This design comes from an exercise in tuning for small area and few clock cycles per item on the open sky130 flow, not from production work. In this exercise RTL edits were held to simulation tests only and were not proved equivalent to the original. Power figures rest on the tool's default switching activity, not on a simulated workload.

File: flow/design.v
package mycpu_pkg;
  typedef struct packed {
    logic [5:0]                op;
    logic [5-1:0]  rs;
    logic [5-1:0]  rt;
    logic [5-1:0]  rd;
    logic [5-1:0] shamt;
    logic [5:0]                funct;
  } r_type_t;
  typedef struct packed {
    logic [5:0]               op;
    logic [5-1:0] rs;
    logic [5-1:0] rt;
    logic [15:0]              imm;
  } i_type_t;
  typedef union packed {
    r_type_t r;
    i_type_t i;
  } instr_u;
  typedef enum logic [3:0] {
    alu_add,
    alu_sub,
    alu_and,
    alu_or,
    alu_xor,
    alu_nor,
    alu_slt,
    alu_sltu,
    alu_sll,
    alu_srl,
    alu_sra
  } alu_op_e;
  typedef struct packed {
    logic [32-1:0] pc;
    instr_u                 instr;
  } fetch_t;
  typedef struct packed {
    logic [32-1:0]   pc;
    alu_op_e                  alu_op;
    logic [32-1:0]   src_a;
    logic [32-1:0]   src_b;
    logic [5-1:0] dest;
    logic                     wr;
  } exec_t;
  typedef struct packed {
    logic [32-1:0]   pc;
    logic [4-1:0]  rf_wen;
    logic [5-1:0] rf_wnum;
    logic [32-1:0]   rf_wdata;
  } retire_t;
  typedef struct packed {
    logic                     valid;
    logic [5-1:0] num;
    logic [32-1:0]   data;
  } fwd_t;
endpackage
module rf_hold_bit (
  input  logic q,
  input  logic hold,
  input  logic d,
  input  logic load,
  output logic y
);
  assign y = (q & hold) | (d & load);
endmodule
module rf_hold #(
  parameter int W = 32
) (
  input  logic [W-1:0] q,
  input  logic         hold,
  input  logic [W-1:0] d,
  input  logic         load,
  output logic [W-1:0] y
);
  for (genvar b = 0; b < W; b++) begin : g_bit
    rf_hold_bit u_bit (.q(q[b]), .hold(hold), .d(d[b]), .load(load), .y(y[b]));
  end
endmodule
module rf_aoi3 (
  input  logic [2:0] d,
  input  logic [2:0] s,
  output logic       y_n
);
  assign y_n = ~|(d & s);
endmodule
module rf_read_bit (
  input  logic [30:0] d,
  input  logic [30:0] s,
  output logic        y
);
  logic [10:0] z_n;
  for (genvar g = 0; g < 10; g++) begin : g_aoi
    rf_aoi3 u_aoi (.d(d[3*g+2:3*g]), .s(s[3*g+2:3*g]), .y_n(z_n[g]));
  end
  assign z_n[10] = ~(d[30] & s[30]);
  assign y = ~&z_n;
endmodule
module rf_read (
  input  logic [30:0][32-1:0] regs,
  input  logic [30:0]                  sel,
  output logic [32-1:0]       data
);
  for (genvar b = 0; b < 32; b++) begin : g_bit
    logic [30:0] col;
    for (genvar r = 0; r < 31; r++) begin : g_col
      assign col[r] = regs[r][b];
    end
    rf_read_bit u_bit (.d(col), .s(sel), .y(data[b]));
  end
endmodule
module c_mux2i (
  input  logic a0,
  input  logic a1,
  input  logic s,
  output logic y
);
  assign y = ~(s ? a1 : a0);
endmodule
module c_opnd (
  input  logic rs,
  input  logic rt,
  input  logic res,
  input  logic im,
  input  logic fwd_rs,
  input  logic fwd_rt,
  input  logic rtype,
  input  logic inv,
  output logic p,
  output logic g
);
  logic a;
  logic bx;
  assign a  = fwd_rs ? res : rs;
  assign bx = (rtype ? (fwd_rt ? res : rt) : im) ^ inv;
  assign p  = a ^ bx;
  assign g  = a & bx;
endmodule
module c_res (
  input  logic sum,
  input  logic s_add,
  input  logic p,
  input  logic s_p,
  input  logic g,
  input  logic s_g,
  input  logic s_nor_n,
  input  logic sr,
  input  logic s_sr,
  input  logic sl,
  input  logic s_sl,
  output logic y
);
  logic z_a_n;
  logic z_nor_n;
  logic z_sh_n;
  assign z_a_n   = ~((sum & s_add) | (p & s_p) | (g & s_g));
  assign z_nor_n = p | g | s_nor_n;
  assign z_sh_n  = ~((sr & s_sr) | (sl & s_sl));
  assign y = ~(z_a_n & z_nor_n & z_sh_n);
endmodule
module c_res0 (
  input  logic sum,
  input  logic s_add,
  input  logic p,
  input  logic s_p,
  input  logic g,
  input  logic s_g,
  input  logic s_nor_n,
  input  logic sr,
  input  logic s_sr,
  input  logic sl,
  input  logic s_sl,
  input  logic cout,
  input  logic s_ltu,
  input  logic sum31,
  input  logic p31,
  input  logic g31,
  input  logic s_lts,
  output logic y
);
  logic z_a_n;
  logic z_nor_n;
  logic z_sh_n;
  logic lt;
  assign z_a_n   = ~((sum & s_add) | (p & s_p) | (g & s_g));
  assign z_nor_n = p | g | s_nor_n;
  assign z_sh_n  = ~((sr & s_sr) | (sl & s_sl));
  assign lt      = (s_ltu & !cout) | (s_lts & (p31 ? sum31 : g31));
  assign y = ~(z_a_n & z_nor_n & z_sh_n) | lt;
endmodule
module alu (
  input  logic [31:0] p,
  input  logic [31:0] g,
  input  logic [4:0]  sa,
  input  logic [3:0]  op,
  output logic [31:0] res
);
  logic        sub;
  logic        s_add;
  logic        s_p;
  logic        s_g;
  logic        s_nor_n;
  logic        s_sr;
  logic        s_sl;
  logic        s_ltu;
  logic        s_lts;
  logic        left;
  logic        fill;
  logic [31:0] sum;
  logic        cout;
  assign sub     = (op[3:2] == 2'b00) && (op[1:0] != 2'b00);
  assign s_add   = (op[3:1] == 3'b000);
  assign s_lts   = (op == 4'b0010);
  assign s_ltu   = (op == 4'b0011);
  assign s_p     = (op == 4'b0110) || (op == 4'b0101);
  assign s_g     = (op == 4'b0100) || (op == 4'b0101);
  assign s_nor_n = !(op == 4'b0111);
  assign s_sr    = (op[3:2] == 2'b10) && op[1];
  assign s_sl    = (op[3:2] == 2'b10) && !op[1];
  assign left    = !op[1];
  assign fill    = op[0] & p[31];
  alu_add u_add (
    .p    (p),
    .g    (g),
    .cin  (sub),
    .sum  (sum),
    .cout (cout)
  );
  logic [5:0][31:0] x;
  logic [4:0]       fl;
  assign fl = {!fill, fill, !fill, fill, !fill};
  for (genvar i = 0; i < 32; i++) begin : g_rev
    c_mux2i u_rev (.a0(p[i]), .a1(p[31-i]), .s(left), .y(x[0][i]));
  end
  for (genvar l = 0; l < 5; l++) begin : g_sh
    for (genvar i = 0; i < 32; i++) begin : g_bit
      if (i + (1 << l) < 32) begin : g_in
        c_mux2i u_m (.a0(x[l][i]), .a1(x[l][i + (1 << l)]), .s(sa[l]), .y(x[l+1][i]));
      end else begin : g_fill
        c_mux2i u_m (.a0(x[l][i]), .a1(fl[l]), .s(sa[l]), .y(x[l+1][i]));
      end
    end
  end
  c_res0 u_res0 (
    .sum     (sum[0]),
    .s_add   (s_add),
    .p       (p[0]),
    .s_p     (s_p),
    .g       (g[0]),
    .s_g     (s_g),
    .s_nor_n (s_nor_n),
    .sr      (x[5][0]),
    .s_sr    (s_sr),
    .sl      (x[5][31]),
    .s_sl    (s_sl),
    .cout    (cout),
    .s_ltu   (s_ltu),
    .sum31   (sum[31]),
    .p31     (p[31]),
    .g31     (g[31]),
    .s_lts   (s_lts),
    .y       (res[0])
  );
  for (genvar i = 1; i < 32; i++) begin : g_res
    c_res u_res (
      .sum     (sum[i]),
      .s_add   (s_add),
      .p       (p[i]),
      .s_p     (s_p),
      .g       (g[i]),
      .s_g     (s_g),
      .s_nor_n (s_nor_n),
      .sr      (x[5][i]),
      .s_sr    (s_sr),
      .sl      (x[5][31-i]),
      .s_sl    (s_sl),
      .y       (res[i])
    );
  end
endmodule
module alu_add (
  input  logic [31:0] p,
  input  logic [31:0] g,
  input  logic        cin,
  output logic [31:0] sum,
  output logic        cout
);
  logic [5:0][31:0] gg;
  logic [5:0][31:0] pp;
  assign gg[0] = g;
  assign pp[0] = p;
  for (genvar l = 0; l < 5; l++) begin : g_lvl
    for (genvar i = 0; i < 32; i++) begin : g_bit
      if (((i >> l) % 2) == 1) begin : g_node
        localparam int J = ((i >> l) << l) - 1;
        assign gg[l+1][i] = gg[l][i] | (pp[l][i] & gg[l][J]);
        assign pp[l+1][i] = pp[l][i] & pp[l][J];
      end else begin : g_pass
        assign gg[l+1][i] = gg[l][i];
        assign pp[l+1][i] = pp[l][i];
      end
    end
  end
  assign sum  = p ^ {gg[5][30:0], cin};
  assign cout = gg[5][31];
endmodule
module mycpu_top (
  input  logic        aclk,
  input  logic        rst_n,
  input  logic        inst_valid,
  input  logic [31:0] inst_pc,
  input  logic [31:0] inst_instr,
  output logic        inst_allowin,
  output logic        retire_valid,
  output logic [31:0] retire_pc,
  output logic [3:0]  retire_wen,
  output logic [4:0]  retire_wnum,
  output logic [31:0] retire_wdata,
  input  logic        retire_ready
);
  localparam logic [3:0] A_ADD  = 4'b0000;
  localparam logic [3:0] A_SUB  = 4'b0001;
  localparam logic [3:0] A_SLT  = 4'b0010;
  localparam logic [3:0] A_SLTU = 4'b0011;
  localparam logic [3:0] A_AND  = 4'b0100;
  localparam logic [3:0] A_OR   = 4'b0101;
  localparam logic [3:0] A_XOR  = 4'b0110;
  localparam logic [3:0] A_NOR  = 4'b0111;
  localparam logic [3:0] A_SLL  = 4'b1000;
  localparam logic [3:0] A_SRL  = 4'b1010;
  localparam logic [3:0] A_SRA  = 4'b1011;
  logic [5:0]  f_op;
  logic [5:0]  f_fn;
  logic [15:0] f_imm;
  logic        f_rtype;
  logic        f_ok;
  logic        f_no_rs;
  logic        f_lui;
  logic [3:0]  f_alu;
  logic [4:0]  f_dest;
  logic [4:0]  f_rs;
  logic [4:0]  f_rt;
  logic        f_sub;
  logic [31:0] f_im;
  assign f_op    = inst_instr[31:26];
  assign f_fn    = inst_instr[5:0];
  assign f_imm   = inst_instr[15:0];
  assign f_rtype = (f_op == 6'h00);
  assign f_lui   = (f_op == 6'h0f);
  always_comb begin
    f_ok    = 1'b1;
    f_no_rs = 1'b0;
    f_alu   = A_ADD;
    if (f_rtype) begin
      case (f_fn)
        6'h21: f_alu = A_ADD;
        6'h23: f_alu = A_SUB;
        6'h24:  f_alu = A_AND;
        6'h25:   f_alu = A_OR;
        6'h26:  f_alu = A_XOR;
        6'h27:  f_alu = A_NOR;
        6'h2a:  f_alu = A_SLT;
        6'h2b: f_alu = A_SLTU;
        6'h00: begin
          f_alu   = A_SLL;
          f_no_rs = 1'b1;
        end
        6'h02: begin
          f_alu   = A_SRL;
          f_no_rs = 1'b1;
        end
        6'h03: begin
          f_alu   = A_SRA;
          f_no_rs = 1'b1;
        end
        default: begin
          f_ok  = 1'b0;
          f_alu = 4'bxxxx;
        end
      endcase
    end else begin
      case (f_op)
        6'h09: f_alu = A_ADD;
        6'h0a:  f_alu = A_SLT;
        6'h0b: f_alu = A_SLTU;
        6'h0c:  f_alu = A_AND;
        6'h0d:   f_alu = A_OR;
        6'h0e:  f_alu = A_XOR;
        6'h0f: begin
          f_alu   = A_OR;
          f_no_rs = 1'b1;
        end
        default: begin
          f_ok  = 1'b0;
          f_alu = 4'bxxxx;
        end
      endcase
    end
  end
  assign f_dest = f_rtype ? inst_instr[15:11] : inst_instr[20:16];
  assign f_rs   = f_no_rs ? 5'd0 : inst_instr[25:21];
  assign f_rt   = inst_instr[20:16];
  assign f_sub  = (f_alu[3:2] == 2'b00) && (f_alu[1:0] != 2'b00);
  assign f_im   = f_lui ? {f_imm, 16'h0000}
                        : {((f_alu[3:2] == 2'b01) ? 16'h0000 : {16{f_imm[15]}}), f_imm};
  logic        valid;
  logic [31:0] pc_q;
  logic [31:0] p_q;
  logic [31:0] g_q;
  logic [3:0]  alu_q;
  logic        wen_q;
  logic [4:0]  dest_q;
  logic [4:0]  sa_q;
  logic [31:0] res;
  logic        rf_wr;
  assign inst_allowin = !valid || retire_ready;
  assign rf_wr        = valid && retire_ready && wen_q;
  always_ff @(posedge aclk) begin
    if (!rst_n) begin
      valid <= 1'b0;
    end else if (inst_allowin) begin
      valid <= inst_valid;
    end
  end
  logic [30:0][31:0] rf;
  logic [30:0][31:0] rf_d;
  logic [30:0]       rf_ld;
  logic [30:0]       rs_sel;
  logic [30:0]       rt_sel;
  logic [31:0]       rs_rd;
  logic [31:0]       rt_rd;
  always_comb begin
    for (int i = 0; i < 31; i++) begin
      rf_ld[i]  = rf_wr && (dest_q == 5'(i + 1));
      rs_sel[i] = (f_rs == 5'(i + 1));
      rt_sel[i] = (f_rt == 5'(i + 1));
    end
  end
  for (genvar r = 0; r < 31; r++) begin : g_rf
    rf_hold u_hold (
      .q    (rf[r]),
      .hold (!rf_ld[r]),
      .d    (res),
      .load (rf_ld[r]),
      .y    (rf_d[r])
    );
  end
  always_ff @(posedge aclk) begin
    rf <= rf_d;
  end
  rf_read u_rd_rs (.regs(rf), .sel(rs_sel), .data(rs_rd));
  rf_read u_rd_rt (.regs(rf), .sel(rt_sel), .data(rt_rd));
  logic        fwd_rs;
  logic        fwd_rt;
  logic [31:0] f_p;
  logic [31:0] f_g;
  assign fwd_rs = valid && wen_q && (dest_q == f_rs);
  assign fwd_rt = valid && wen_q && (dest_q == f_rt);
  for (genvar i = 0; i < 32; i++) begin : g_opnd
    c_opnd u_opnd (
      .rs     (rs_rd[i]),
      .rt     (rt_rd[i]),
      .res    (res[i]),
      .im     (f_im[i]),
      .fwd_rs (fwd_rs),
      .fwd_rt (fwd_rt),
      .rtype  (f_rtype),
      .inv    (f_sub),
      .p      (f_p[i]),
      .g      (f_g[i])
    );
  end
  logic [110:0] sq;
  logic [110:0] sq_d;
  rf_hold u_sq_0 (
    .q    (sq[31:0]),
    .hold (!inst_allowin),
    .d    (inst_pc),
    .load (inst_allowin),
    .y    (sq_d[31:0])
  );
  rf_hold u_sq_1 (
    .q    (sq[63:32]),
    .hold (!inst_allowin),
    .d    (f_p),
    .load (inst_allowin),
    .y    (sq_d[63:32])
  );
  rf_hold u_sq_2 (
    .q    (sq[95:64]),
    .hold (!inst_allowin),
    .d    ({f_g[31:1], f_g[0] | (f_p[0] & f_sub)}),
    .load (inst_allowin),
    .y    (sq_d[95:64])
  );
  rf_hold #(.W(15)) u_sq_3 (
    .q    (sq[110:96]),
    .hold (!inst_allowin),
    .d    ({inst_instr[10:6], f_dest, f_ok && (f_dest != 5'd0), f_alu}),
    .load (inst_allowin),
    .y    (sq_d[110:96])
  );
  always_ff @(posedge aclk) begin
    sq <= sq_d;
  end
  assign pc_q   = sq[31:0];
  assign p_q    = sq[63:32];
  assign g_q    = sq[95:64];
  assign alu_q  = sq[99:96];
  assign wen_q  = sq[100];
  assign dest_q = sq[105:101];
  assign sa_q   = sq[110:106];
  alu u_alu (
    .p   (p_q),
    .g   (g_q),
    .sa  (sa_q),
    .op  (alu_q),
    .res (res)
  );
  assign retire_valid = valid;
  assign retire_pc    = pc_q;
  assign retire_wen   = {4{wen_q}};
  assign retire_wnum  = dest_q;
  assign retire_wdata = res;
endmodule
File: flow/run.sh
#!/bin/bash
# synth_recipe.tcl (not shown) runs the flow's synth.tcl, then flattens the netlist and writes it again
# the make line also repeats each setting of config.mk as NAME=value (left out here)
make -C /OpenROAD-flow-scripts/flow DESIGN_CONFIG=/design/flow/config.mk WORK_HOME=/design/flow/orfs CLKGATE_MAP_FILE= SYNTH_SCRIPT=/design/flow/synth_recipe.tcl finish
File: flow/config.mk
export PLATFORM = sky130hd
export DESIGN_NAME = mycpu_top
export DESIGN_NICKNAME = mycpu_top
export VERILOG_FILES = /design/flow/design.v
export SDC_FILE = /design/flow/constraint.sdc
export NUM_CORES = 4
export LEC_CHECK = 0
export CAP_MARGIN = 20
export CORE_MARGIN = 2
export CORE_UTILIZATION = 50
export SETUP_SLACK_MARGIN = 0.1
export SLEW_MARGIN = 20
export SYNTH_HIERARCHICAL = 1
File: flow/constraint.sdc
create_clock -name core_clock -period 6.0 [get_ports {aclk}]
set_input_delay 1.2000 -clock core_clock [delete_from_list [all_inputs] [get_ports {aclk}]]
set_output_delay 1.2000 -clock core_clock [all_outputs]
set_load 0.01 [all_outputs]
==> key figures, run 1 <==
Run status
  – Status: timing/DRC/antenna clean

Finish
  – # fillers: approximately 7800
  – Share of layout cells above drive strength 1: 0.1320
  – Post-layout util: 0.6073
  – Final std cells w/o fill: approximately 6000
  – Fin nets: ~4700
  – Layout overhead on the synthesized area: 20.32%

Clock tree
  – Post-CTS Resized: 0
  – TritonCTS clock tree: built
  – Count of clock tree sinks: around 1100
  – CTS root buffer: clkbuf_16
  – H-tree depth: 3
  – Post-CTS setup buffer count: 0
  – Hold_buf cts: 0
  – CTS Buf Count: roughly 110
  – Clock transition at path regs: 0.06 ns
  – Worst skew pair latency: ~0.74 ns
  – CTS Buffer Depth: 3

STA
  – Setup Skew: approximately 0.04 ns
  – Setup TNS Final: 0 ns
  – Final Hold Fails: 0
  – Crit share post-route: 0.9634
  – Final setup violation count: 0
  – Fmax: 173.0 MHz
  – Final worst slack: around 0.22 ns
  – Post-layout min period: roughly 5.8 ns
  – Max-slew headroom: 0.1281
  – Worst hold margin: slightly below 0.5 ns
  – Slew Viols, Final: 0
  – RSZ-0062 raised after global routing: no
  – Worst Tran Pin Value: 1.305 ns

Synth
  – Register bit total from synthesis: approximately 1100
  – Async SR Flop Fraction: 0
  – Yosys cell types: 72
  – Post-synthesis cell area: ~0.047 mm2
  – Syn avg cell area: ~11 um2
  – Synth Area in XOR/XNOR: 0.01246
  – Main combinational cell family by area after synthesis: compound AO/OA/AOI/OAI gates
  – Multiplexer area fraction after synthesis: 0.05570
  – Synth Net Count: ~4200
  – Simple-gate share of the synthesized area: 0.05793
  – Syn. warnings: 7
  – Cell count after synthesis: a little over 4000
  – Post-synthesis compound-gate area fraction: 0.3878
  – Post-Synth Adder-Cell Area: 0.009828
  – Post-synthesis sequential area ratio: 0.4692
  – Number of synthesized flops with an enable pin: 0
  – Ys flop type: dfxtp_1

Worst hold path
  – Worst Hold Endpoint: sq[6]$_DFF_P_
  – Hold wc startpoint: sq[6]$_DFF_P_
  – Worst min path class: reg -> reg
  – Worst Hold Path Cells: 1

GRT
  – GRT Util Overall: 0.4378
  – Largest net degree at the start of global routing: 81
  – GR Layer Usage met3: 0.1496
  – Busiest layer in global routing: met2
  – Grt met2 use: 0.6018
  – Met1 Track Usage GR: 0.5886
  – Overflow after GRT: 0
  – Global-route wire length before repair: between 300000 and 400000 um
  – Initial antenna violation count: 11
  – Vias in the first global route: approximately 44000

Drt
  – Pre-antenna DRT Iters: 17
  – Vias per inst: 7.986
  – Post-DR wirelength/cell: approximately 37 um
  – Via count: 47600
  – Initial DRC count: between 10000 and 15000
  – DRT antenna net count: 0
  – DRT Wirelength: between 200000 and 250000 um
  – Drt drc: 0

Power
  – Max IR drop VDD: 0.2766 mV
  – P_int: around 12000 uW
  – Sw Share: 0.2740
  – Comb pwr share: 0.110
  – Total leakage power: 0.02252 uW
  – Seq pwr share: 0.465
  – Psw: 4592 uW
  – Clock power frac: 0.425
  – Pwr Density: 295.7 mW/mm2

Job
  – Max Cap Viol: 0

Worst setup path
  – CP max stage cell: clkdlybuf4s50_1
  – Critical path type: reg -> out
  – CP Launch Type: register
  – FF-to-FF path depth: 14
  – Buffers & Inverters on Critical Path: 2
  – Cell mode on critical path: mux2i_1
  – Setup crit end kind: output port
  – Flop2flop setup slack: 0.97 ns
  – CP Max Fanout: 35
  – CP required: between 4 and 5 ns
  – RR Endpoint: sq[35]$_DFF_P_
  – Worst EP arrival: approximately 4.6 ns
  – Worst-path cell chain: inv_6 -> mux2i_1 -> mux2i_1 -> mux2i_1 -> mux2i_1 -> mux2i_1 -> mux2i_1 -> a22o_1 -> a221oi_2 -> nand3_2 -> clkdlybuf4s50_1
  – Cell family with most CP delay: multiplexers
  – Critical path's largest stage delay: 0.60 ns
  – Reg-to-Reg Start: sq[63]$_DFF_P_

Place
  – Gpl congestion: approximately 1.1
  – Pre-CTS setup slack: -0.1117 ns
  – Post-DP HPWL: 145800 um
  – Number of I/O port buffers: ~140
  – Placed cells: between 5000 and 6000

Floorplan
  – Rows: roughly 110
  – Die area: 0.09668 mm2
  – Core Region: ~0.093 mm2
  – IO Count: between 100 and 150
  – Die H: between 300 and 400 um
  – Initial Util: 0.5047
  – Die Wd: ~310 um
worst max path at each step:
| stage | from | to | slack, ns | cells after the start |
|---|---|---|---|---|
| after floorplan | inst_instr[2] | sq[64]$_DFF_P_ | 0.38 | 13 |
| after global placement | inst_instr[26] | sq[39]$_DFF_P_ | -0.08 | 16 |
| after detailed placement | inst_instr[26] | sq[39]$_DFF_P_ | -0.11 | 16 |
| after CTS | sq[97]$_DFF_P_ | retire_wdata[27] | 0.25 | 10 |
| after global routing | sq[97]$_DFF_P_ | retire_wdata[0] | 0.15 | 11 |
| final | sq[97]$_DFF_P_ | retire_wdata[0] | 0.22 | 11 |
layer usage:
layer / wire, um / up-vias
met1: 84840 / 23190
met2: 88460 / 4112
met4: 15740 / 16
met5: 120 / -
li1: - / 19500
met3: 33700 / 781
synth_stat cells (3+ instances only):
| cell | instances | area [um2] |
|---|---|---|
| mux2_2 | 33 | 371.6 |
| a2111o_1 | 64 | 720.7 |
| o21ai_1 | 4 | 20.02 |
| or3_1 | 4 | 25.02 |
| o21ai_0 | 16 | 80.08 |
| a31oi_1 | 3 | 18.77 |
| inv_1 | 43 | 161.4 |
| nand2b_1 | 9 | 56.30 |
| dfxtp_1 | 1104 | 22100 |
| nand3_1 | 39 | 195.2 |
| nand3b_1 | 7 | 52.55 |
| and2_1 | 17 | 106.4 |
| a22oi_1 | 63 | 473.0 |
| nand4_1 | 133 | 832.1 |
| a211oi_1 | 5 | 37.54 |
| xnor2_1 | 23 | 201.4 |
| a222oi_1 | 640 | 6406 |
| nor4_1 | 9 | 56.30 |
| nand2_1 | 130 | 488.0 |
| nor3_1 | 44 | 220.2 |
| mux2i_1 | 225 | 2252 |
| nor2_1 | 128 | 480.5 |
| a21o_1 | 23 | 172.7 |
| clkbuf_1 | 21 | 78.83 |
| a22o_1 | 1104 | 9669 |
| ha_1 | 37 | 462.9 |
| a21oi_1 | 81 | 405.4 |
| buf_6 | 3 | 33.78 |
| buf_4 | 5 | 37.54 |
| xor2_1 | 44 | 385.4 |
per-stage QoR:
step                      power (uW)  instance area, um2
after floorplan                 8740               47110
after global placement          9692               52890
after detailed placement        9694               52890
after CTS                      16670               56540
after global routing           17110               56680
final                          16760               56680
final cells by class:
class	count	area [um2]	area share
diodes	4	10.01	0.0001766
clock buffers	173	3264	0.05759
clock inverters	29	377.9	0.006667
inverters	44	171.4	0.003024
multi-input cells	2935	25330	0.4468
flip-flops and latches	1104	22110	0.3900
well taps	1254	1569	0.02768
repair buffers	418	3854	0.06799
cells by family after synthesis:
kind of cell | Yosys count
flip-flops | 1104
multiplexers | 258
AND/OR/NAND/NOR | 545
XOR/XNOR | 67
buffers and inverters | 77
adder cells (fa/ha/maj) | 37
AO/OA/AOI/OAI | 2028
power groups by stage:
| stage | Combinational (uW) | Sequential (uW) | Clock, uW |
|---|---|---|---|
| after global routing | 1890 | 7800 | 7420 |
| after CTS | 1770 | 7780 | 7120 |
| after detailed placement | 1760 | 7930 | 0 |
| final | 1850 | 7800 | 7120 |
| after floorplan | 884 | 7860 | 0 |
| after global placement | 1760 | 7930 | 0 |
per-module statistics from Yosys, one instance, submodules excluded, excerpt:
| module | cells inside | cell area (um2) | flops+latches |
|---|---|---|---|
| alu_add | 129 | 843.3 | 0 |
| c_mux2i | 1 | 10.01 | 0 |
| c_res | 5 | 30.03 | 0 |
| c_res0 | 8 | 61.31 | 0 |
| mycpu_top | 1424 | 23760 | 1104 |
| rf_aoi3 | 1 | 10.01 | 0 |
| rf_hold_bit | 1 | 8.758 | 0 |
state kept, by name (all words and copies together), names as in the netlist:
register,count
rf,992
sq,111
valid,1
cell usage in the layout, fill, tap and decap left out, types with 71 or more instances in the layout:
cell type and count:
a21oi_1 80, a222oi_1 640, a22o_1 1104, buf_4 249, clkbuf_16 114, clkdlybuf4s50_1 142, dfxtp_1 1099, mux2i_1 225
nand2_1 118, nand4_1 133, nor2_1 71
Testbench counts, summed over its fixed seeds: cycles 16,008, items 16,000.
==> inputs of run 2 (changes only) <==
--- a/flow/config.mk
+++ b/flow/config.mk
@@ -8,6 +8,8 @@
 export CAP_MARGIN = 20
 export CORE_MARGIN = 2
 export CORE_UTILIZATION = 50
+export CTS_CLUSTER_DIAMETER = 100
+export CTS_CLUSTER_SIZE = 22
 export SETUP_SLACK_MARGIN = 0.1
 export SLEW_MARGIN = 20
 export SYNTH_HIERARCHICAL = 1
==> run 2 against run 1 <==
Sequential power hardly changed. Fmax is 0.91% higher. First-iteration DRC count is 1.6% lower. Global-route usage is 0.38 points lower. Cell area is 3.7% lower. Critical path depth is 1 lower. Non-clock buffer count stayed put. Hold slack better by 0.0086 ns. Synthesized area stayed put. Largest power group unchanged.
==> key figures, run 2 <==
GRT
  – GR Layer Usage met3: 0.1423
  – Grt met2 use: 0.6008
  – Largest net degree at the start of global routing: roughly 80
  – Overflow after GRT: 0
  – GRT Util Overall: 0.4340
  – Global-route wire length before repair: around 310000 um
  – Vias in the first global route: between 40000 and 50000
  – Busiest layer in global routing: met2
  – Initial antenna violation count: 11
  – Met1 Track Usage GR: 0.5893

Clock tree
  – H-tree depth: 2
  – CTS root buffer: clkbuf_16
  – Hold_buf cts: 0
  – TritonCTS clock tree: built
  – Count of clock tree sinks: between 1000 and 1500
  – CTS Buffer Depth: 3
  – Clock transition at path regs: roughly 0.09 ns
  – CTS Buf Count: 56
  – Worst skew pair latency: 0.74 ns

Finish
  – Number of flip-flops in the largest register: about 990
  – Most frequent cells in the layout: a22o_1, dfxtp_1, a222oi_1
  – Layout overhead on the synthesized area: 15.83%
  – Top Registers: rf: 992 flops, sq: 111 flops, valid: 1 flops
  – Reg with most FFs: rf
  – Final std cells w/o fill: between 5000 and 6000
  – # fillers: around 8000
  – Share of layout cells above drive strength 1: 0.1142
  – Fin nets: roughly 4700
  – Leading cell type in the layout, fill and taps excluded: a22o_1

Worst setup path
  – CP required: roughly 4.8 ns
  – Setup crit end kind: output port
  – CP max stage cell: clkdlybuf4s50_1
  – Worst EP arrival: 4.53 ns
  – Cell mode on critical path: mux2i_1
  – Critical path's largest stage delay: 0.61 ns
  – Worst-path cell chain: inv_6 -> mux2i_1 -> mux2i_1 -> mux2i_1 -> mux2i_1 -> mux2i_1 -> mux2i_1 -> a22oi_1 -> nand3_2 -> clkdlybuf4s50_1
  – CP Launch Type: register
  – Cell family with most CP delay: multiplexers
  – Buffers & Inverters on Critical Path: 2
  – CP Max Fanout: 35
  – Critical path type: reg -> out

STA
  – Setup Skew: roughly 0.040 ns
  – Slew Viols, Final: 0
  – RSZ-0062 raised after global routing: no
  – Worst Tran Pin Value: roughly 1.3 ns
  – Max-slew headroom: 0.1434
  – Final setup violation count: 0
  – Fmax: ~170 MHz
  – Final Hold Fails: 0
  – Post-layout min period: around 5.7 ns
  – Setup TNS Final: 0 ns
  – Crit share post-route: 0.9548

Synth
  – Register bit total from synthesis: 1104
  – Post-synth top area cell: dfxtp_1
  – Synth Net Count: between 4000 and 5000
  – Post-synthesis sequential area ratio: 0.4692
  – Async SR Flop Fraction: 0
  – Number of synthesized flops with an enable pin: 0
  – Cell count after synthesis: ~4000
  – Yosys cell types: a little over 70
  – Syn. warnings: 7
  – Synth cell count leaders: a22o_1, dfxtp_1, a222oi_1
  – Ys flop type: dfxtp_1
  – Syn avg cell area: between 10 and 15 um2
  – Share of the synthesized area in the top cell type: 0.4692
  – Post-synthesis cell area: roughly 0.047 mm2
  – Synth top area cells: dfxtp_1, a22o_1, a222oi_1, mux2i_1, nand4_1

Drt
  – Initial DRC count: between 10000 and 15000
  – Vias per inst: about 8
  – Pre-antenna DRT Iters: 15
  – DRT Wirelength: about 220000 um
  – Via count: around 47000
  – Post-DR wirelength/cell: 38.04 um
  – Drt drc: 0
  – DRT antenna net count: 0

Place
  – Number of I/O port buffers: 142
  – Post-DP HPWL: about 150000 um
  – Placed cells: 5750
  – Gpl congestion: ~1.1

Floorplan
  – Rows: between 100 and 150
  – Die Wd: just over 300 um
  – Die area: a little under 0.1 mm2
  – Core Region: between 0.09 and 0.1 mm2
  – Die H: 310.9 um
  – Initial Util: 0.5047
  – IO Count: around 140

Worst hold path
  – Worst min path class: reg -> reg

Run status
  – Status: timing/DRC/antenna clean

Power
  – Total leakage power: 0.02149 uW
  – Max IR drop VDD: 0.2442 mV
  – Pwr Density: roughly 260 mW/mm2

Job
  – Max Cap Viol: 0
-- run 2: cell counts after synthesis --
Identical to the previous run, type by type.
-- run 2: cell type report --
| class | count | area [um2] | share of cell area |
|---|---|---|---|
| multi-input cells | 2935 | 25330 | 0.4642 |
| flip-flops and latches | 1104 | 22110 | 0.4052 |
| repair buffers | 418 | 3854 | 0.07063 |
| well taps | 1254 | 1569 | 0.02876 |
| clock buffers | 57 | 1405 | 0.02575 |
| inverters | 44 | 171.4 | 0.003142 |
| clock inverters | 6 | 118.9 | 0.002179 |
| diodes | 4 | 10.01 | 0.0001835 |
-- run 2: stage by stage --
stage / hold WS [ns] / cell area [um2] / total power (uW) / worst slack, ns / util
after floorplan: 0.4548 / 47110 / 8740 / 0.3848 / -
after global placement: 0.4671 / 52890 / 9692 / -0.07770 / 0.5668
after global routing: 0.5073 / 54550 / 14240 / 0.1712 / 0.5845
final: 0.4889 / 54560 / 13930 / 0.2714 / 0.5846
after CTS: 0.4928 / 54420 / 13860 / 0.2538 / 0.5831
after detailed placement: 0.4692 / 52890 / 9694 / -0.1117 / 0.5668
-- run 2: layer usage --
| layer | share of wire | wire, um | vias up |
|---|---|---|---|
| met5 | 0.0013 | 285 | - |
| met4 | 0.065 | 14410 | 16 |
| met3 | 0.15 | 33680 | 656 |
| met2 | 0.40 | 88530 | 4113 |
| met1 | 0.38 | 84570 | 22950 |
| li1 | - | - | 19280 |
-- run 2: per-module statistics from Yosys, one instance, submodules excluded, excerpt --
module / times used / flip-flops and latches / cell area, um2
mycpu_top: 1 / 1104 / 23760
alu_add: 1 / 0 / 843.3
alu: 1 / 0 / 117.6
c_res0: 1 / 0 / 61.31
c_opnd: 32 / 0 / 51.30
c_res: 31 / 0 / 30.03
rf_read_bit: 64 / 0 / 27.53
c_mux2i: 192 / 0 / 10.01
rf_aoi3: 640 / 0 / 10.01
rf_hold_bit: 1103 / 0 / 8.758
-- run 2: worst reg2reg max path: cells and delay by family (launching register included) --
| family | cells | cell delay [ns] |
|---|---|---|
| AOI/OAI and AO/OA | 3 | 0.77 |
| xor gates and xnor gates | 1 | 0.24 |
| adders and majority gates | 1 | 0.28 |
| buffers and inverters | 1 | 0.50 |
| DFF | 1 | 0.73 |
| muxes | 6 | 1.67 |
| and+or+nand+nor | 2 | 0.66 |
-- run 2: kinds of logic (layout without fill, tap and decap cells) --
group           Yosys count  after routing  share of synthesized area
fa+ha+maj                37             37                   0.009828
xor+xnor                 67             67                    0.01246
other cells               0              4                          0
compound gates         2028           2028                     0.3878
flops                  1104           1104                     0.4692
buf+inv                  77            525                   0.007118
mux                     258            258                    0.05570
simple gates            545            545                    0.05793
-- run 2: final timing paths --
| path | slack, ns | cells after the start | startpoint | end |
|---|---|---|---|---|
| setup / recovery | 0.27 | 10 | sq[97]$_DFF_P_ | retire_wdata[29] |
| hold / removal | 0.49 | 1 | sq[6]$_DFF_P_ | sq[6]$_DFF_P_ |
| setup reg to reg | 1.00 | 14 | sq[63]$_DFF_P_ | sq[35]$_DFF_P_ |
| hold reg to reg | 0.49 | 1 | sq[6]$_DFF_P_ | sq[6]$_DFF_P_ |
-- run 2: power by group --
group	total (uW)	internal (uW)	leakage [uW]	switching [uW]
Clock	4300	1770	0.000746	2530
Combinational	1840	618	0.0118	1220
Sequential	7780	7510	0.00893	277
Total	13900	9900	0.0215	4030
-- run 2: what timing repair did --
item,in CTS,in global routing
gates resized for setup,0,2
buffers inserted,0,0
endpoints found under the setup margin,0,4
==> inputs of run 3 (changes only) <==
--- a/flow/config.mk
+++ b/flow/config.mk
@@ -9,7 +9,7 @@
 export CORE_MARGIN = 2
 export CORE_UTILIZATION = 50
 export CTS_CLUSTER_DIAMETER = 100
-export CTS_CLUSTER_SIZE = 22
+export CTS_CLUSTER_SIZE = 27
 export SETUP_SLACK_MARGIN = 0.1
 export SLEW_MARGIN = 20
 export SYNTH_HIERARCHICAL = 1
==> run 3 against run 2 <==
Critical endpoint is now retire_wdata[27]. Core utilization is 0.19 points lower. Hold slack better by 0.0030 ns. Die area stayed put. Wire length is 0.33% lower. Combinational power hardly changed. Cell count hardly changed. Clock skew is 0.0058 ns lower. Synthesized area stayed put. Still clean on timing, DRC and antenna. Worst setup slack worse by 0.079 ns. Via count is 0.28% lower. Critical path type unchanged. Synthesized cell count stayed put. Non-clock buffer count stayed put.
==> key figures, run 3 <==
Finish
  – Top Registers: rf: 992 flops, sq: 111 flops, valid: 1 flops
  – Post-layout util: 0.5827
  – Area of the multi-input gates: 0.02532 mm2
  – Share of layout cells above drive strength 1: 0.1134
  – Final std cells w/o fill: approximately 5800
  – Number of flip-flops in the largest register: roughly 990
  – Fin nets: roughly 4700
  – Layout overhead on the synthesized area: 15.45%
  – Reg with most FFs: rf
  – Flip-flop and latch area: between 0.02 and 0.025 mm2
  – # fillers: 8038
  – Final Cell Area: 0.05439 mm2
  – Leading cell type in the layout, fill and taps excluded: a22o_1
  – Most frequent cells in the layout: a22o_1, dfxtp_1, a222oi_1

Job
  – Max Cap Viol: 0

Clock tree
  – CTS Buf Count: between 40 and 50
  – Count of clock tree sinks: approximately 1100
  – CTS root buffer: clkbuf_16
  – Post-CTS setup buffer count: 0
  – H-tree depth: 2
  – CTS Buffer Depth: 3
  – Worst skew pair latency: just over 0.7 ns
  – Clock transition at path regs: 0.10 ns
  – TritonCTS clock tree: built

Floorplan
  – Initial Util: 0.5047
  – Die area: between 0.09 and 0.1 mm2
  – Die Wd: approximately 310 um
  – Core Region: 0.09333 mm2
  – IO Count: 143
  – Rows: 112
  – Die H: 310.9 um

Place
  – Gpl congestion: 1.053
  – Number of I/O port buffers: between 100 and 150
  – Placed cells: ~5800
  – Placed inst area: around 0.053 mm2
  – Post-DP HPWL: ~150000 um

Synth
  – Post-synthesis cell area: roughly 0.047 mm2
  – Post-synth top area cell: dfxtp_1
  – Main combinational cell family by area after synthesis: compound AO/OA/AOI/OAI gates
  – Synth Area in XOR/XNOR: 0.01246
  – Post-Synth Adder-Cell Area: 0.009828
  – Synth Net Count: ~4200
  – Synth top area cells: dfxtp_1, a22o_1, a222oi_1, mux2i_1, nand4_1
  – Post-synthesis sequential area ratio: 0.4692
  – Syn. warnings: 7
  – Cell count after synthesis: slightly above 4000
  – Synth cell count leaders: a22o_1, dfxtp_1, a222oi_1
  – Syn avg cell area: between 10 and 15 um2
  – Yosys cell types: 72
  – Ys flop type: dfxtp_1
  – Post-synthesis compound-gate area fraction: 0.3878
  – Multiplexer area fraction after synthesis: 0.05570
  – Register bit total from synthesis: between 1000 and 1500
  – Simple-gate share of the synthesized area: 0.05793
  – Async SR Flop Fraction: 0
  – Number of synthesized flops with an enable pin: 0
  – Share of the synthesized area in the top cell type: 0.4692

Drt
  – Post-DR wirelength/cell: around 38 um
  – Initial DRC count: between 10000 and 15000
  – Drt drc: 0
  – Pre-antenna DRT Iters: 15
  – Via count: around 47000
  – Vias per inst: ~8.1
  – DRT Wirelength: roughly 220000 um
  – DRT antenna net count: 0

STA
  – RSZ-0062 raised after global routing: no
  – Final setup violation count: 0
  – Slew Viols, Final: 0
  – Final Hold Fails: 0
  – Worst Tran Pin Value: 1.311 ns
  – Post-layout min period: between 5 and 6 ns
  – Max-slew headroom: 0.1237
  – Crit share post-route: 0.9679
  – Fmax: between 150 and 200 MHz
  – Worst hold margin: around 0.49 ns
  – Setup Skew: 0.03409 ns

Power
  – Sw Share: 0.2934
  – Comb pwr share: 0.134
  – P_int: between 9000 and 10000 uW
  – Max IR drop VDD: 0.2309 mV
  – Total leakage power: around 0.021 uW
  – Clock power frac: 0.297
  – Psw: approximately 4000 uW
  – Seq pwr share: 0.568
  – Pwr Density: 252.1 mW/mm2

Worst setup path
  – CP Launch Type: register
  – Flop2flop setup slack: around 1.0 ns
  – CP Max Fanout: 35
  – Worst EP arrival: between 4 and 5 ns
  – CP required: ~4.8 ns
  – Critical path type: reg -> out
  – Setup crit end kind: output port

GRT
  – GRT Util Overall: 0.4333
  – Vias in the first global route: roughly 43000
  – Initial antenna violation count: 6
  – Largest net degree at the start of global routing: between 80 and 90
  – Global-route wire length before repair: between 300000 and 400000 um
  – Overflow after GRT: 0

Worst hold path
  – Worst min path class: reg -> reg

Run status
  – Status: timing/DRC/antenna clean
-- run 3: power groups by stage --
stage	registers (uW)	logic, uW	clock network, uW
final	7790	1840	4080
after global routing	7800	1890	4310
after CTS	7770	1770	4070
after detailed placement	7930	1760	0
after global placement	7930	1760	0
after floorplan	7860	884	0
-- run 3: worst paths after layout --
kind                                startpoint               end  cells after the start
worst max register to register  sq[97]$_DFF_P_    sq[59]$_DFF_P_                     15
worst max-delay path            sq[97]$_DFF_P_  retire_wdata[27]                     10
worst min register to register   sq[6]$_DFF_P_     sq[6]$_DFF_P_                      1
worst min-delay path             sq[6]$_DFF_P_     sq[6]$_DFF_P_                      1
-- run 3: final cells by class --
| class | instances | share of cell area |
|---|---|---|
| sequential | 1104 | 0.4065 |
| multi-input combinational | 2935 | 0.4655 |
| antenna | 4 | 0.0001840 |
| inverter | 44 | 0.003152 |
| timing repair buffer | 418 | 0.07072 |
| clock inverter | 5 | 0.001449 |
| clock buffer | 54 | 0.02363 |
| tap | 1254 | 0.02885 |
-- run 3: logic make-up after synthesis --
kind of cell / Yosys count
XOR/XNOR: 67
AO/OA/AOI/OAI: 2028
AND/OR/NAND/NOR: 545
multiplexers: 258
flip-flops: 1104
adder cells (fa/ha/maj): 37
buffers and inverters: 77
-- run 3: stage by stage --
step                total power (uW)  setup WS [ns]  setup TNS, ns
global placement                9692       -0.07770        -0.1524
global route                   14000         0.1056              0
floorplan                       8740         0.3848              0
detailed placement              9694        -0.1117        -0.2124
finish                         13710         0.1927              0
CTS                            13600         0.2885              0
-- run 3: what timing repair did --
action,4_1_cts,5_1_grt
endpoints found under the setup margin,0,1
gates resized for setup,0,1
hold buffers,0,0
-- run 3: per-module statistics from Yosys, one instance, submodules excluded, excerpt --
module	copies in the design	cell area (um2)	cells	flops+latches
mycpu_top	1	23760	1424	1104
rf_read_bit	64	27.53	4	0
c_mux2i	192	10.01	1	0
c_res	31	30.03	5	0
c_res0	1	61.31	8	0
alu	1	117.6	17	0
alu_add	1	843.3	129	0
c_opnd	32	51.30	6	0
-- run 3: per-layer routing --
metal  part of all wire  vias to the layer above  wire [um]  global-route usage
li1                   -                    19270          -                   -
met1               0.38                    22910      84560              0.5868
met2               0.40                     4015      88430              0.6027
met3               0.15                      672      33540              0.1462
met4              0.064                       10      14160              0.2376
met5            0.00029                        -         64                   0
-- run 3: critical path, cell delays in order (launching register included) --
cell and delay [ns]:
dfxtp_1 0.45, inv_6 0.39, mux2i_1 0.43, mux2i_1 0.25, mux2i_1 0.28, mux2i_1 0.12
mux2i_1 0.24, mux2i_1 0.20, a22oi_1 0.41, nand3_2 0.47, clkdlybuf4s50_1 0.64

## static timing again, ports no longer ideal
In the flow no input, the clock included, has a driving cell. The finished layouts below were timed again as built, in two steps. Step 1 assumes that a clkbuf_16 drives the clock port and a buf_2 every other input. Step 2 adds t to the input delays and takes it off the output delays; t is the mean of the earliest and latest rising clock arrival at the registers after step 1. Input paths then give back, and output paths get back, about the clock's delay inside the block. Three values: ideal, step 1, step 2; two values: the first two.
run | shift t [ns] | slack for setup (ns) | worst data-port slew with drivers (ns)
run 1 | 0.796 | 0.219 / 0.147 / -0.275 | 0.04
run 2 | 0.796 | 0.271 / 0.193 / -0.262 | 0.04
run 3 | 0.772 | 0.193 / 0.115 / -0.261 | 0.04
Met with ideal ports but missed after step 2: setup timing in every run listed. The setup slack of run 2, which loses most, moves by -0.078 ns with the drivers and by -0.533 ns with both steps.
